Background: an optimization exercise with open tools, aiming at a short achievable clock period and few clock cycles. Do not read the settings as production practice.
The RTL was checked by simulation tests, not by an equivalence proof against the original design.

==> inputs of xenon <==
==> flow/design.v <==
package rv_pkg;
    localparam logic [6:0] OP_IMM    = 7'b0010011;
    localparam logic [6:0] OP_REG    = 7'b0110011;
    localparam logic [6:0] OP_BRANCH = 7'b1100011;
    localparam logic [2:0] F3_ADD = 3'd0;
    localparam logic [2:0] F3_BEQ = 3'd0;
    localparam logic [2:0] F3_BNE = 3'd1;
    localparam logic [6:0] F7_ADD = 7'd0;
    typedef enum logic [2:0] {
        FETCH,
        DECODE,
        EXECUTE,
        WRITEBACK,
        HALT
    } state_t;
    typedef enum logic [2:0] {
        I_ADDI,
        I_ADD,
        I_BEQ,
        I_BNE,
        I_ILLEGAL
    } instr_t;
    function automatic logic [2:0] classify(logic [31:0] ir);
        if (ir[6:0] == OP_IMM && ir[14:12] == F3_ADD) begin
            classify = I_ADDI;
        end else if (ir[6:0] == OP_REG && ir[14:12] == F3_ADD && ir[31:25] == F7_ADD) begin
            classify = I_ADD;
        end else if (ir[6:0] == OP_BRANCH && ir[14:12] == F3_BEQ) begin
            classify = I_BEQ;
        end else if (ir[6:0] == OP_BRANCH && ir[14:12] == F3_BNE) begin
            classify = I_BNE;
        end else begin
            classify = I_ILLEGAL;
        end
    endfunction
endpackage
module rv_regfile #(
    parameter int WIDTH = 32,
    parameter int NREGS = 32
) (
    input  logic                     clk,
    input  logic                     rst,
    input  logic [$clog2(NREGS)-1:0] rs1_i,
    input  logic [$clog2(NREGS)-1:0] rs2_i,
    output logic [WIDTH-1:0]         rd1_o,
    output logic [WIDTH-1:0]         rd2_o,
    input  logic                     we_i,
    input  logic [$clog2(NREGS)-1:0] wa_i,
    input  logic [WIDTH-1:0]         wd_i,
    output logic [WIDTH-1:0]         a0_o
);
    logic [WIDTH-1:0] regs_q [NREGS];
    logic [NREGS-1:0] wr_q;
    always_ff @(posedge clk or posedge rst) begin
        if (rst) begin
            wr_q <= '0;
        end else if (we_i && (wa_i != '0)) begin
            wr_q[wa_i] <= 1'b1;
        end
    end
    always_ff @(posedge clk) begin
        if (we_i && (wa_i != '0)) begin
            regs_q[wa_i] <= wd_i;
        end
    end
    assign rd1_o = wr_q[rs1_i] ? regs_q[rs1_i] : '0;
    assign rd2_o = wr_q[rs2_i] ? regs_q[rs2_i] : '0;
    assign a0_o  = wr_q[10] ? regs_q[10] : '0;
endmodule
import rv_pkg::*;
module rv_multicycle_core #(
    parameter int               WIDTH     = 32,
    parameter int               NREGS     = 32,
    parameter logic [WIDTH-1:0] RESET_PC  = '0,
    parameter int               CNT_WIDTH = 32
) (
    input  logic                  clk,
    input  logic                  rst,
    output logic                  imem_req,
    output logic [WIDTH-1:0]      imem_addr,
    input  logic                  imem_valid,
    input  logic [31:0]           imem_rdata,
    output logic [WIDTH-1:0]      a0,
    output logic [CNT_WIDTH-1:0]  instret,
    output logic                  halted,
    output logic                  trap
);
    localparam int AW = $clog2(NREGS);
    localparam int PW = WIDTH - 2;           
    localparam int CI = 6;                   
    localparam int CN = 1 << CI;             
    localparam int TW = PW - CI;             
    localparam logic [PW-1:0] WIN = 16;      
    logic [PW-1:0]  fq;                      
    logic           req_q;
    logic [31:0]    cw  [CN];                
    logic [TW-1:0]  ct  [CN];                
    logic [9:0]     ctl [CN];                
    logic [1:0]     ctd [CN];                
    logic           cp  [CN];                
    logic [CN-1:0]  cv;                      
    logic [PW-1:0]  pcf;
    logic           d_v;
    logic [PW-1:0]  d_pc;
    logic [31:0]    d_ir;
    logic           d_pt;
    logic           e_v;
    logic [PW-1:0]  e_pc;
    logic [WIDTH-1:0] e_a, e_b;
    logic           e_alu, e_beq, e_bne, e_ill, e_we;
    logic [AW-1:0]  e_rd;
    logic           e_pt;
    logic [PW-1:0]  e_alt;                   
    logic           e_mis, e_self;
    logic [CNT_WIDTH-1:0] instret_q;
    logic           halted_q, trap_q;
    logic           stop_q;                  
    logic           stop_trap_q;
    logic [PW-1:0]  stop_pc_q;
    logic [12:0] f_immb;
    logic [10:0] f_sum;
    logic        f_isbr, f_beq, f_bne, f_same, f_pt;
    logic [1:0]  f_delta;
    always_comb begin
        f_immb = {imem_rdata[31], imem_rdata[7], imem_rdata[30:25], imem_rdata[11:8], 1'b0};
        f_sum  = {1'b0, fq[9:0]} + {1'b0, f_immb[11:2]};
        if (f_immb[12]) f_delta = f_sum[10] ? 2'd0 : 2'd2;
        else            f_delta = f_sum[10] ? 2'd1 : 2'd0;
        f_isbr = (imem_rdata[6:0] == OP_BRANCH);
        f_beq  = f_isbr && (imem_rdata[14:12] == F3_BEQ);
        f_bne  = f_isbr && (imem_rdata[14:12] == F3_BNE);
        f_same = (imem_rdata[19:15] == imem_rdata[24:20]);
        f_pt   = !f_immb[1] && ((f_beq && (f_same || f_immb[12])) || (f_bne && !f_same && f_immb[12]));
    end
    wire fill = req_q && imem_valid;
    always_ff @(posedge clk) begin
        if (fill) begin
            cw [fq[CI-1:0]] <= imem_rdata;
            ct [fq[CI-1:0]] <= fq[PW-1:CI];
            ctl[fq[CI-1:0]] <= f_sum[9:0];
            ctd[fq[CI-1:0]] <= f_delta;
            cp [fq[CI-1:0]] <= f_pt;
        end
    end
    logic [CI-1:0] fi;
    logic          f_hit;
    logic [31:0]   f_w;
    logic [PW-1:0] f_tgt, f_next;
    logic [PW-11:0] pch_p1, pch_m1;
    assign fi     = pcf[CI-1:0];
    assign f_hit  = cv[fi] && (ct[fi] == pcf[PW-1:CI]);
    assign f_w    = cw[fi];
    assign pch_p1 = pcf[PW-1:10] + 1'b1;
    assign pch_m1 = pcf[PW-1:10] - 1'b1;
    always_comb begin
        unique case (ctd[fi])
            2'd1:    f_tgt = {pch_p1, ctl[fi]};
            2'd2:    f_tgt = {pch_m1, ctl[fi]};
            default: f_tgt = {pcf[PW-1:10], ctl[fi]};
        endcase
        f_next = cp[fi] ? f_tgt : pcf + 1'b1;
    end
    logic [AW-1:0]    d_rs1, d_rs2, d_rd;
    logic [WIDTH-1:0] rd1, rd2, d_a, d_b;
    logic             d_addi, d_add, d_beq, d_bne;
    logic [WIDTH-1:0] d_immi;
    logic [12:0]      d_immb;
    logic [WIDTH-1:0] e_sum;
    logic             e_wr;
    assign d_rs1 = d_ir[19:15];
    assign d_rs2 = d_ir[24:20];
    assign d_rd  = d_ir[11:7];
    rv_regfile #(
        .WIDTH (WIDTH),
        .NREGS (NREGS)
    ) u_regfile (
        .clk   (clk),
        .rst   (rst),
        .rs1_i (d_rs1),
        .rs2_i (d_rs2),
        .rd1_o (rd1),
        .rd2_o (rd2),
        .we_i  (e_wr),
        .wa_i  (e_rd),
        .wd_i  (e_sum),
        .a0_o  (a0)
    );
    always_comb begin
        d_addi = (d_ir[6:0] == OP_IMM)    && (d_ir[14:12] == F3_ADD);
        d_add  = (d_ir[6:0] == OP_REG)    && (d_ir[14:12] == F3_ADD) && (d_ir[31:25] == F7_ADD);
        d_beq  = (d_ir[6:0] == OP_BRANCH) && (d_ir[14:12] == F3_BEQ);
        d_bne  = (d_ir[6:0] == OP_BRANCH) && (d_ir[14:12] == F3_BNE);
        d_immi = {{(WIDTH-12){d_ir[31]}}, d_ir[31:20]};
        d_immb = {d_ir[31], d_ir[7], d_ir[30:25], d_ir[11:8], 1'b0};
        d_a = (e_wr && e_rd == d_rs1) ? e_sum : rd1;
        d_b = d_addi ? d_immi : ((e_wr && e_rd == d_rs2) ? e_sum : rd2);
    end
    logic e_eq, e_taken, e_halt, e_trap, e_redir, e_ret;
    always_comb begin
        e_sum   = e_a + e_b;
        e_eq    = (e_a == e_b);
        e_taken = (e_beq && e_eq) || (e_bne && !e_eq);
        e_wr    = e_v && e_we;
        e_trap  = e_v && (e_ill || (e_taken && e_mis));
        e_halt  = e_trap || (e_v && e_taken && e_self);
        e_ret   = e_v && !e_trap;
        e_redir = e_v && !e_halt && (e_taken != e_pt);
    end
    wire run = !halted_q && !stop_q;
    wire fetch_busy = req_q && !imem_valid;
    always_ff @(posedge clk or posedge rst) begin
        if (rst) begin
            cv        <= '0;
            req_q     <= 1'b1;
            fq        <= RESET_PC[WIDTH-1:2];
            pcf       <= RESET_PC[WIDTH-1:2];
            d_v       <= 1'b0;
            e_v       <= 1'b0;
            instret_q <= '0;
            halted_q  <= 1'b0;
            trap_q    <= 1'b0;
            stop_q    <= 1'b0;
            stop_trap_q <= 1'b0;
            stop_pc_q <= '0;
        end else begin
            if (fill) cv[fq[CI-1:0]] <= 1'b1;
            if (e_ret) instret_q <= instret_q + 1'b1;
            if (!run || e_halt) begin
                d_v <= 1'b0;
                e_v <= 1'b0;
            end else if (e_redir) begin
                d_v <= 1'b0;
                e_v <= 1'b0;
                pcf <= e_alt;
            end else begin
                e_v <= d_v;
                d_v <= f_hit;
                if (f_hit) pcf <= f_next;
            end
            if (run && e_halt) begin
                if (fetch_busy) begin
                    stop_q      <= 1'b1;
                    stop_trap_q <= e_trap;
                    stop_pc_q   <= e_pc;
                end else begin
                    halted_q <= 1'b1;
                    trap_q   <= e_trap;
                    req_q    <= 1'b0;
                    fq       <= e_pc;
                end
            end else if (stop_q) begin
                if (!fetch_busy) begin
                    stop_q   <= 1'b0;
                    halted_q <= 1'b1;
                    trap_q   <= stop_trap_q;
                    req_q    <= 1'b0;
                    fq       <= stop_pc_q;
                end
            end else if (run) begin
                if (fill) begin
                    if (!f_hit && !e_redir && pcf != fq) begin
                        fq <= pcf;
                        req_q <= 1'b1;
                    end else begin
                        fq <= fq + 1'b1;
                        req_q <= ((fq + 1'b1 - pcf) < WIN);
                    end
                end else if (!req_q) begin
                    if (!f_hit && !e_redir) begin
                        fq <= pcf;
                        req_q <= 1'b1;
                    end else begin
                        req_q <= ((fq - pcf) < WIN);
                    end
                end
            end
        end
    end
    always_ff @(posedge clk) begin
        d_ir   <= f_w;
        d_pc   <= pcf;
        d_pt   <= cp[fi];
        e_pc   <= d_pc;
        e_a    <= d_a;
        e_b    <= d_b;
        e_alu  <= d_addi || d_add;
        e_beq  <= d_beq;
        e_bne  <= d_bne;
        e_ill  <= !(d_addi || d_add || d_beq || d_bne);
        e_we   <= (d_addi || d_add) && (d_rd != '0);
        e_rd   <= d_rd;
        e_pt   <= d_pt;
        e_alt  <= d_pt ? d_pc + 1'b1 : d_pc + {{(PW-11){d_immb[12]}}, d_immb[12:2]};
        e_mis  <= d_immb[1];
        e_self <= (d_immb == '0);
    end
    assign imem_req  = req_q;
    assign imem_addr = {fq, 2'b00};
    assign instret   = instret_q;
    assign halted    = halted_q;
    assign trap      = trap_q;
endmodule
==> flow/run.sh <==
#!/bin/bash
# synth_recipe.tcl (not shown) runs the flow's synth.tcl, then flattens the netlist and writes it again
# the make line also repeats each setting of config.mk as NAME=value (left out here)
make -C /OpenROAD-flow-scripts/flow DESIGN_CONFIG=/design/flow/config.mk WORK_HOME=/design/flow/orfs CLKGATE_MAP_FILE= SYNTH_SCRIPT=/design/flow/synth_recipe.tcl finish
==> flow/config.mk <==
export PLATFORM = sky130hd
export DESIGN_NAME = rv_multicycle_core
export DESIGN_NICKNAME = rv_multicycle_core
export VERILOG_FILES = /design/flow/design.v
export SDC_FILE = /design/flow/constraint.sdc
export NUM_CORES = 4
export LEC_CHECK = 0
export CAP_MARGIN = 20
export CORE_MARGIN = 2
export CORE_UTILIZATION = 18
export SETUP_SLACK_MARGIN = 3.5
export SLEW_MARGIN = 20
==> flow/constraint.sdc <==
create_clock -name core_clock -period 8.0 [get_ports {clk}]
set_input_delay 1.6000 -clock core_clock [delete_from_list [all_inputs] [get_ports {clk}]]
set_output_delay 1.6000 -clock core_clock [all_outputs]
set_load 0.01 [all_outputs]
==> juniper (differences from xenon) <==
SETUP_SLACK_MARGIN = 2.0   (was 3.5)
==> onyx (differences from xenon) <==
SETUP_SLACK_MARGIN = unset   (was 3.5)
==> notes.md <==
status=no timing/DRC/antenna violations; invs w/o clock=140; # clk buffers=758; clk slew on worst S/H paths=0.06 ns; global placer's final weighted congestion=0.8428; Switching Fraction=0.2138; worst r2r path cells=21; Seq/total area=0.6001; VDD IR max=0.0002324 V; multi-input combinational area share=0.2255
That was xenon.
==> notes.md <==
status=no timing/DRC/antenna violations; Seq/total area=0.6087; multi-input combinational area share=0.2252; VDD IR max=0.0002811 V; Switching Fraction=0.2160; global placer's final weighted congestion=0.8390; # clk buffers=764; worst r2r path cells=19
That was juniper.
==> notes.md <==
status=no timing/DRC/antenna violations; # clk buffers=771; clk slew on worst S/H paths=0.07 ns; Seq/total area=0.6085; multi-input combinational area share=0.2250; VDD IR max=0.0002444 V; worst r2r path cells=13; global placer's final weighted congestion=0.8291; invs w/o clock=137
That was onyx.
Testbench counts of xenon, summed over its fixed seeds: cycles 41,504.
Testbench counts of juniper, summed over its fixed seeds: cycles 41,504.
Testbench counts of onyx, summed over its fixed seeds: cycles 41,504.

## separate check: timing with driven ports
How much do the figures lean on ideal ports? The routed layouts below were timed once more, with nothing changed but the port constraints. Step 1: set_driving_cell puts a clkbuf_16 on clk and a buf_2 on each other input, an assumption about the parent block. Step 2 times the ports against the registers' clock, not the clock port: input delays grow and output delays shrink by t, the midpoint of the rising clock arrivals with the driver on. Three values: ideal, step 1, step 2; two values: the first two.
run | t (ns) | setup slack, ns | worst setup path at the end | clock arrival spread, ns | worst register clock-pin slew, ns
xenon | 1.219 | 2.714 / 2.714 / 2.063 | input to register | 0.139 / 0.138 | 0.07 / 0.07
juniper | 1.260 | 2.088 / 2.088 / 1.789 | input to register | 0.149 / 0.149 | 0.08 / 0.08
onyx | 1.252 | 1.171 / 1.171 / 1.171 | register to register | 0.125 / 0.125 | 0.07 / 0.07
After both steps setup and hold are still met in every run listed. The setup slack of xenon, which loses most, moves by 0.000 ns with the drivers and by -0.651 ns with both steps.
